From an optimization exercise on the open Yosys and OpenROAD flow, aimed at small area and a short achievable clock period; shortcuts taken in it are not production practice.
RTL that was checked went through simulation tests only; none was proved equivalent to the original.
The flow treats the clock pin as an ideal source, which a real chip does not have.
Power and IR drop assume default switching activity.

## fetch_stage
module fetch_stage #(
  parameter int PC_W = 8,
  parameter int INSTR_W = 16,
  parameter logic [INSTR_W-1:0] HALT_INSTR = 16'hFFFF
) (
  input  logic               clk,
  input  logic               rst,
  input  logic [PC_W-1:0]    pc_cur,
  output logic [PC_W-1:0]    pc_next,
  input  logic               redirect_valid,
  input  logic [PC_W-1:0]    redirect_target,
  output logic               id_valid,
  input  logic               id_ready,
  output logic [INSTR_W-1:0] id_instr,
  output logic [PC_W-1:0]    id_pc,
  input  logic               imem_we,
  input  logic [PC_W-1:0]    imem_waddr,
  input  logic [INSTR_W-1:0] imem_wdata,
  output logic               halted
);
Size: ~13000 cells after synthesis, roughly 4100 flip-flops, ~79 I/O pins, roughly 0.14 mm2 of cells after synthesis.
make LEC_CHECK=0 CAP_MARGIN=20 CORE_MARGIN=2 CORE_UTILIZATION=55 PLACE_DENSITY=0.65 SLEW_MARGIN=20 SYNTH_HIERARCHICAL=1 finish   # period 5.0 ns
run.sh (not shown) runs the stock make flow with config.mk's settings and CLKGATE_MAP_FILE= SYNTH_SCRIPT=/design/flow/synth_recipe.tcl, a recipe that flattens the netlist after the stock synthesis.
The starting point completed, yet does not pass: setup timing.
Next try:
--- a/flow/config.mk
+++ b/flow/config.mk
@@ -10,2 +10,2 @@
-export CORE_UTILIZATION = 55
-export PLACE_DENSITY = 0.65
+export CORE_UTILIZATION = 30
+export PLACE_DENSITY = 0.45
Result: The changed run finished but failed the layout checks on setup timing; non-clock buffer count grows by 150; worst setup slack loses 0.0089 ns; routed wire length increases by 11%; final area increases by 3.5%; worst hold slack gets worse by 0.062 ns; power is higher by 3.7%; global-route usage fell by 16 points.
Next try:
--- a/flow/config.mk
+++ b/flow/config.mk
@@ -10,2 +10,3 @@
-export CORE_UTILIZATION = 30
-export PLACE_DENSITY = 0.45
+export CORE_UTILIZATION = 55
+export PLACE_DENSITY = 0.65
+export SETUP_SLACK_MARGIN = 1.5
@@ -13,0 +15 @@
+export TNS_END_PERCENT = 5
The changed run passed the timing, DRC and antenna checks.
Final area came out lower slightly.
Power goes down by a few percent.
Cell count decreases by about a fifth.
Wire length falls by a little under a tenth.
Worst setup slack gets better by 0.90 ns.
Core utilization came out higher by 30 points.
Maximum frequency rises by about a fifth.
Critical path depth does not change.
Next try:
--- a/flow/config.mk
+++ b/flow/config.mk
@@ -10,2 +10,2 @@
-export CORE_UTILIZATION = 55
-export PLACE_DENSITY = 0.65
+export CORE_UTILIZATION = 70
+export PLACE_DENSITY = 0.8
What happened: Non-clock buffer count goes down by 82. Total power went down by 1.5%. Die area decreases by 21%. Wire length shrinks by 1.0%. Synthesized area stays the same. Setup slack is better by 0.20 ns.
No functional check of the RTL was part of any run of this note.

========
fetch_stage, a different RTL version from the one above (not shown whole).
Size: roughly 79 I/O pins, roughly 140000 um^2 of cells after synthesis.
export LEC_CHECK = 0
export CAP_MARGIN = 20
export CORE_MARGIN = 2
export CORE_UTILIZATION = 65
export CTS_CLUSTER_DIAMETER = 80
export CTS_CLUSTER_SIZE = 28
export PLACE_DENSITY = 0.75
export SETUP_SLACK_MARGIN = 2.2
export SLEW_MARGIN = 20
export SYNTH_HIERARCHICAL = 1
export TNS_END_PERCENT = 5
create_clock -name core_clock -period 5.0 [get_ports {clk}]
standard.sh (not shown) runs the stock make flow with config.mk's settings and CLKGATE_MAP_FILE= SYNTH_SCRIPT=/design/flow/synth_recipe.tcl, a recipe that flattens the netlist after the stock synthesis.
==> flow/flow/run.sh <==
#!/bin/bash
# Layout flow: the standard ORFS flow (standard.sh, unchanged synthesis,
# floorplan, power grid, placement, CTS and routing), with three changes:
#  - the port buffers that buffer_ports inserts on every input and output
#    are plain sky130_fd_sc_hd__buf_4 cells instead of its default pick;
#  - before global placement, pre_place.tcl gives the upper levels of the
#    memory read tree a stronger drive (same cell function, larger size);
#  - after CTS, post_cts.tcl runs one more setup repair pass.
# Each tool's full output goes to the ORFS logs under orfs/logs and to
# standard.log here.
set -euo pipefail
here=$(cd "$(dirname "$0")" && pwd)
export BUFFER_PORTS_ARGS="-buffer_cell sky130_fd_sc_hd__buf_4"
export PRE_GLOBAL_PLACE_TCL="$here/pre_place.tcl"
export POST_CTS_TCL="$here/post_cts.tcl"
bash standard.sh > standard.log 2>&1
==> flow/flow/pre_place.tcl <==
# Upsize gates that drive long, heavily loaded wires (same function, larger
# drive). Gates are found by the names of the nets they drive: submodule
# instance paths survive flattening in the net names.
#  - memory read tree and HALT check: every nand4 and every nor2;
#  - row decoders: the predecoded lines (to size 4) and the row select
#    gates (to size 2).
set db [ord::get_db]
set block [ord::get_db_block]
proc out_net {inst} {
  foreach it [$inst getITerms] {
    if {[$it isOutputSignal]} { return [$it getNet] }
  }
  return ""
}
proc in_drivers {inst} {
  set res {}
  foreach it [$inst getITerms] {
    if {![$it isInputSignal]} { continue }
    set net [$it getNet]
    if {$net eq "NULL" || $net eq ""} { continue }
    foreach d [$net getITerms] {
      if {[$d isOutputSignal]} { lappend res [[[$d getInst] getMaster] getName] }
    }
  }
  return $res
}
proc has_any {nm keys} {
  foreach k $keys { if {[string first $k $nm] >= 0} { return 1 } }
  return 0
}
# Swap inst to the same cell at drive strength size, if it is weaker.
proc upsize {inst size} {
  set m [[$inst getMaster] getName]
  if {![regexp {^(sky130_fd_sc_hd__[a-z0-9]+)_([0-9]+)$} $m -> base cur]} { return 0 }
  if {$cur >= $size} { return 0 }
  set new [[ord::get_db] findMaster ${base}_$size]
  if {$new eq "NULL" || $new eq ""} { return 0 }
  $inst swapMaster $new
  return 1
}
set cnt(tree) 0; set cnt(pre) 0; set cnt(sel) 0
foreach inst [$block getInsts] {
  set m [[$inst getMaster] getName]
  set net [out_net $inst]
  if {$net eq ""} { continue }
  set nm [$net getName]
  set fo [expr {[llength [$net getITerms]] - 1}]
  if {[has_any $nm {.u.sn0 .u.sn1 u_wbit.we u_wbit.nwe}] && $fo >= 8} {
    incr cnt(sel) [upsize $inst 2]
  } elseif {[has_any $nm {u_rsel.a u_rsel.b u_wsel.a u_wsel.b u_wsel_n.a u_wsel_n.b}] && $fo >= 8} {
    incr cnt(pre) [upsize $inst 4]
  } elseif {[has_any $nm {u_rbit hnib rdata rd_nib}]} {
    if {$m eq "sky130_fd_sc_hd__nand4_1"} {
      incr cnt(tree) [upsize $inst 2]
    } elseif {$m eq "sky130_fd_sc_hd__nor2_1"} {
      # Upper levels (fed by nand4s) to size 2 or 4, the first nor2 level
      # (fed by the o22ai pairs) to size 2.
      if {[lsearch -glob [in_drivers $inst] "sky130_fd_sc_hd__nand4*"] < 0} {
        if {[lsearch -glob [in_drivers $inst] "sky130_fd_sc_hd__o22ai*"] < 0} { continue }
        incr cnt(tree) [upsize $inst 2]
        continue
      }
      incr cnt(tree) [upsize $inst [expr {$fo > 1 ? 4 : 2}]]
    }
  }
}
puts "pre_place: upsized tree $cnt(tree), predecode $cnt(pre), row select $cnt(sel)"
Other scripts of this flow, unchanged in this note and not shown: flow/flow/post_cts.tcl
==> next run, changes <==
--- a/flow/flow/pre_place.tcl
+++ b/flow/flow/pre_place.tcl
@@ -2,5 +2,6 @@
 # drive). Gates are found by the names of the nets they drive: submodule
 # instance paths survive flattening in the net names.
-#  - memory read tree and HALT check: every nand4 and every nor2;
+#  - memory read tree and HALT check: every nand4, and every nor2 fed by
+#    nand4s (the upper tree levels);
 #  - row decoders: the predecoded lines (to size 4) and the row select
 #    gates (to size 2).
@@ -54,11 +55,5 @@
       incr cnt(tree) [upsize $inst 2]
     } elseif {$m eq "sky130_fd_sc_hd__nor2_1"} {
-      # Upper levels (fed by nand4s) to size 2 or 4, the first nor2 level
-      # (fed by the o22ai pairs) to size 2.
-      if {[lsearch -glob [in_drivers $inst] "sky130_fd_sc_hd__nand4*"] < 0} {
-        if {[lsearch -glob [in_drivers $inst] "sky130_fd_sc_hd__o22ai*"] < 0} { continue }
-        incr cnt(tree) [upsize $inst 2]
-        continue
-      }
+      if {[lsearch -glob [in_drivers $inst] "sky130_fd_sc_hd__nand4*"] < 0} { continue }
       incr cnt(tree) [upsize $inst [expr {$fo > 1 ? 4 : 2}]]
     }
--- a/flow/config.mk
+++ b/flow/config.mk
@@ -8,8 +8,8 @@
 export CAP_MARGIN = 20
 export CORE_MARGIN = 2
-export CORE_UTILIZATION = 65
+export CORE_UTILIZATION = 72
 export CTS_CLUSTER_DIAMETER = 80
 export CTS_CLUSTER_SIZE = 28
-export PLACE_DENSITY = 0.75
+export PLACE_DENSITY = 0.82
 export SETUP_SLACK_MARGIN = 2.2
 export SLEW_MARGIN = 20
Effect: The changed run produced a clean layout. Synthesized cell count is unchanged. Combinational power hardly moves. Setup slack loses 0.28 ns. Count of clock-buffer cells in the layout drops by 3. Cell area drops by 1.9%. Routed wire length climbs by 1.1%.
==> next run, changes <==
--- a/flow/config.mk
+++ b/flow/config.mk
@@ -8,8 +8,8 @@
 export CAP_MARGIN = 20
 export CORE_MARGIN = 2
-export CORE_UTILIZATION = 72
+export CORE_UTILIZATION = 65
 export CTS_CLUSTER_DIAMETER = 80
 export CTS_CLUSTER_SIZE = 28
-export PLACE_DENSITY = 0.82
+export PLACE_DENSITY = 0.75
 export SETUP_SLACK_MARGIN = 2.2
 export SLEW_MARGIN = 20
After rerunning: Routed wire length drops by about 1.3%. Global-route usage drops by 5.9 points. Synthesized area is unchanged. Clock skew climbs by 0.0044 ns. Combinational power is about the same. Clock-buffer cell count climbs by 7. Maximum frequency climbs by about 9%.

========
fetch_stage, a different RTL version from the one above (not shown whole).
// fetch_stage
module fetch_stage #(
  parameter int PC_W = 8,
  parameter int INSTR_W = 16,
  parameter logic [INSTR_W-1:0] HALT_INSTR = 16'hFFFF
) (
  input  logic               clk,
  input  logic               rst,
  input  logic [PC_W-1:0]    pc_cur,
  output logic [PC_W-1:0]    pc_next,
  input  logic               redirect_valid,
  input  logic [PC_W-1:0]    redirect_target,
  output logic               id_valid,
  input  logic               id_ready,
  output logic [INSTR_W-1:0] id_instr,
  output logic [PC_W-1:0]    id_pc,
  input  logic               imem_we,
  input  logic [PC_W-1:0]    imem_waddr,
  input  logic [INSTR_W-1:0] imem_wdata,
  output logic               halted
);
==> flow/config.mk <==
export PLATFORM = sky130hd
export DESIGN_NAME = fetch_stage
export DESIGN_NICKNAME = fetch_stage
export VERILOG_FILES = /design/flow/design.v
export SDC_FILE = /design/flow/constraint.sdc
export NUM_CORES = 4
export LEC_CHECK = 0
export CAP_MARGIN = 20
export CORE_MARGIN = 2
export CORE_UTILIZATION = 65
export CTS_CLUSTER_DIAMETER = 80
export CTS_CLUSTER_SIZE = 28
export PLACE_DENSITY = 0.75
export SETUP_SLACK_MARGIN = 2.2
export SLEW_MARGIN = 20
export SYNTH_HIERARCHICAL = 1
export TNS_END_PERCENT = 5
==> flow/constraint.sdc <==
create_clock -name core_clock -period 5.0 [get_ports {clk}]
set_input_delay 1.0000 -clock core_clock [delete_from_list [all_inputs] [get_ports {clk}]]
set_output_delay 1.0000 -clock core_clock [all_outputs]
set_load 0.01 [all_outputs]
run.sh (not shown) runs the stock make flow with config.mk's settings and CLKGATE_MAP_FILE= SYNTH_SCRIPT=/design/flow/synth_recipe.tcl, a recipe that flattens the netlist after the stock synthesis.
Stock flow here: none of the scripts above is used.
Change:
==> flow/flow/run.sh (new file) <==
#!/bin/bash
# Layout flow: the standard ORFS flow (standard.sh, unchanged synthesis,
# floorplan, power grid, placement, CTS and routing), with two changes:
#  - the port buffers that buffer_ports inserts on every input and output
#    are plain sky130_fd_sc_hd__buf_4 cells instead of its default pick;
#  - after CTS, post_cts.tcl runs one more setup repair pass.
# Each tool's full output goes to the ORFS logs under orfs/logs and to
# standard.log here.
set -euo pipefail
here=$(cd "$(dirname "$0")" && pwd)
export BUFFER_PORTS_ARGS="-buffer_cell sky130_fd_sc_hd__buf_4"
export POST_CTS_TCL="$here/post_cts.tcl"
bash standard.sh > standard.log 2>&1
==> flow/flow/post_cts.tcl (new file) <==
# Extra setup repair after CTS (sourced by ORFS cts.tcl before it writes
# 4_1_cts.odb), then legalize the placement again.
repair_timing -setup -setup_margin 2.5 -repair_tns 10 -max_passes 100 -verbose
detailed_placement
check_placement -verbose
==> flow/standard.sh (new file) <==
#!/bin/bash
# synth_recipe.tcl (not shown) runs the flow's synth.tcl, then flattens the netlist and writes it again
# the make line also repeats each setting of config.mk as NAME=value (left out here)
make -C /OpenROAD-flow-scripts/flow DESIGN_CONFIG=/design/flow/config.mk WORK_HOME=/design/flow/orfs CLKGATE_MAP_FILE= SYNTH_SCRIPT=/design/flow/synth_recipe.tcl "${@:-finish}"
removed: flow/run.sh
Effect: The new run went through all stages and came out clean; non-clock buffer count shrinks by 14; setup slack improves by 32 ps; clock skew is about the same; design area is about the same; flip-flop and latch count stays the same; hold slack degrades by 110 ps; die area does not change; cell count is about the same; utilization grows by 0.21 points; synthesized area stays the same; clock-buffer cell count stays the same.
Change:
==> flow/flow/run.sh (replaced) <==
#!/bin/bash
# Layout flow: the standard ORFS flow (standard.sh, unchanged synthesis,
# floorplan, power grid, placement, CTS and routing), with three changes:
#  - the port buffers that buffer_ports inserts on every input and output
#    are plain sky130_fd_sc_hd__buf_4 cells instead of its default pick;
#  - before global placement, pre_place.tcl gives the upper levels of the
#    memory read tree a stronger drive (same cell function, larger size);
#  - after CTS, post_cts.tcl runs one more setup repair pass.
# Each tool's full output goes to the ORFS logs under orfs/logs and to
# standard.log here.
set -euo pipefail
here=$(cd "$(dirname "$0")" && pwd)
export BUFFER_PORTS_ARGS="-buffer_cell sky130_fd_sc_hd__buf_4"
export PRE_GLOBAL_PLACE_TCL="$here/pre_place.tcl"
export POST_CTS_TCL="$here/post_cts.tcl"
bash standard.sh > standard.log 2>&1
==> flow/flow/pre_place.tcl (new file) <==
# Upsize the gates that drive the long wires of the memory read tree
# (same function, larger drive). The tree's gates are found by the names of
# the nets they drive (submodule instance paths survive flattening in the
# net names): every nand4 of the tree and of the HALT check, and every nor2
# of the tree that is fed by nand4s (the upper levels).
set db [ord::get_db]
set block [ord::get_db_block]
proc out_net {inst} {
  foreach it [$inst getITerms] {
    if {[$it isOutputSignal]} { return [$it getNet] }
  }
  return ""
}
proc in_drivers {inst} {
  set res {}
  foreach it [$inst getITerms] {
    if {![$it isInputSignal]} { continue }
    set net [$it getNet]
    if {$net eq "NULL" || $net eq ""} { continue }
    foreach d [$net getITerms] {
      if {[$d isOutputSignal]} { lappend res [[[$d getInst] getMaster] getName] }
    }
  }
  return $res
}
set n4 0; set n2 0; set n2b 0
foreach inst [$block getInsts] {
  set m [[$inst getMaster] getName]
  if {$m ne "sky130_fd_sc_hd__nand4_1" && $m ne "sky130_fd_sc_hd__nor2_1"} { continue }
  set net [out_net $inst]
  if {$net eq ""} { continue }
  set nm [$net getName]
  if {[string first "u_rbit" $nm] < 0 && [string first "hnib" $nm] < 0 && [string first "rdata" $nm] < 0 && [string first "rd_nib" $nm] < 0} { continue }
  if {$m eq "sky130_fd_sc_hd__nand4_1"} {
    $inst swapMaster [$db findMaster sky130_fd_sc_hd__nand4_2]
    incr n4
  } else {
    set drv [in_drivers $inst]
    if {[lsearch -glob $drv "sky130_fd_sc_hd__nand4*"] < 0} { continue }
    if {[llength [$net getITerms]] > 2} {
      $inst swapMaster [$db findMaster sky130_fd_sc_hd__nor2_4]
      incr n2b
    } else {
      $inst swapMaster [$db findMaster sky130_fd_sc_hd__nor2_2]
      incr n2
    }
  }
}
puts "pre_place: nand4 -> _2: $n4, nor2 -> _2: $n2, nor2 -> _4: $n2b"
Effect:
- The changed run produced a clean layout
- synthesized area is unchanged
- hold slack hardly moves
- die area is unchanged
- design area rises by 0.92%
- setup slack gets better by 270 ps
- final cell count came out lower by 0.53%
- power is about the same
- clock-buffer cell count goes down by 3
- routed wire length stays flat
- synthesized cell count stays the same

==> static timing again, ports no longer ideal <==
How much do the figures lean on ideal ports? The routed layouts below were timed once more, with nothing changed but the port constraints. Step 1 assumes that a clkbuf_16 drives the clock port and a buf_2 every other input. Step 2 times the ports against the registers' clock, not the clock port: input delays grow and output delays shrink by t, the midpoint of the rising clock arrivals with the driver on. Slacks: no drivers / after step 1 / after step 2; pairs: no drivers / after step 1.
| run | t (ns) | setup slack, ns | latest minus earliest clock arrival (ns) | worst data-port slew with drivers (ns) | pins driven straight from the clock port |
|---|---|---|---|---|---|
| the first run of note 1 | 1.027 | -0.104 / -0.024 / -1.052 | 0.051 / 0.051 | 0.09 | 1 |
| the second run of note 1 | 1.113 | -0.113 / -0.023 / -1.135 | 0.077 / 0.077 | 0.10 | 1 |
| the third run of note 1 | 1.032 | 0.790 / 0.828 / -0.205 | 0.051 / 0.051 | 0.10 | 1 |
| the fourth run of note 1 | 1.084 | 0.993 / 1.044 / -0.040 | 0.046 / 0.046 | 0.14 | 1 |
| the first run of note 2 | 0.972 | 1.885 / 1.808 / 0.836 | 0.053 / 0.053 | 0.22 | 1 |
| the second run of note 2 | 1.008 | 1.605 / 1.501 / 0.756 | 0.041 / 0.041 | 0.23 | 1 |
| the third run of note 2 | 0.987 | 1.874 / 1.763 / 0.776 | 0.038 / 0.038 | 0.25 | 1 |
| the first run of note 3 | 0.988 | 1.478 / 1.349 / 0.362 | 0.041 / 0.041 | 0.30 | 1 |
| the second run of note 3 | 0.978 | 1.511 / 1.350 / 0.373 | 0.043 / 0.043 | 0.28 | 1 |
| the third run of note 3 | 0.983 | 1.780 / 1.675 / 0.722 | 0.040 / 0.039 | 0.32 | 1 |
Met with ideal ports but missed after step 2: setup timing in the third run of note 1 and the fourth run of note 1. The setup slack of the second run of note 3, which loses most, moves by -0.161 ns with the drivers and by -1.138 ns with both steps.
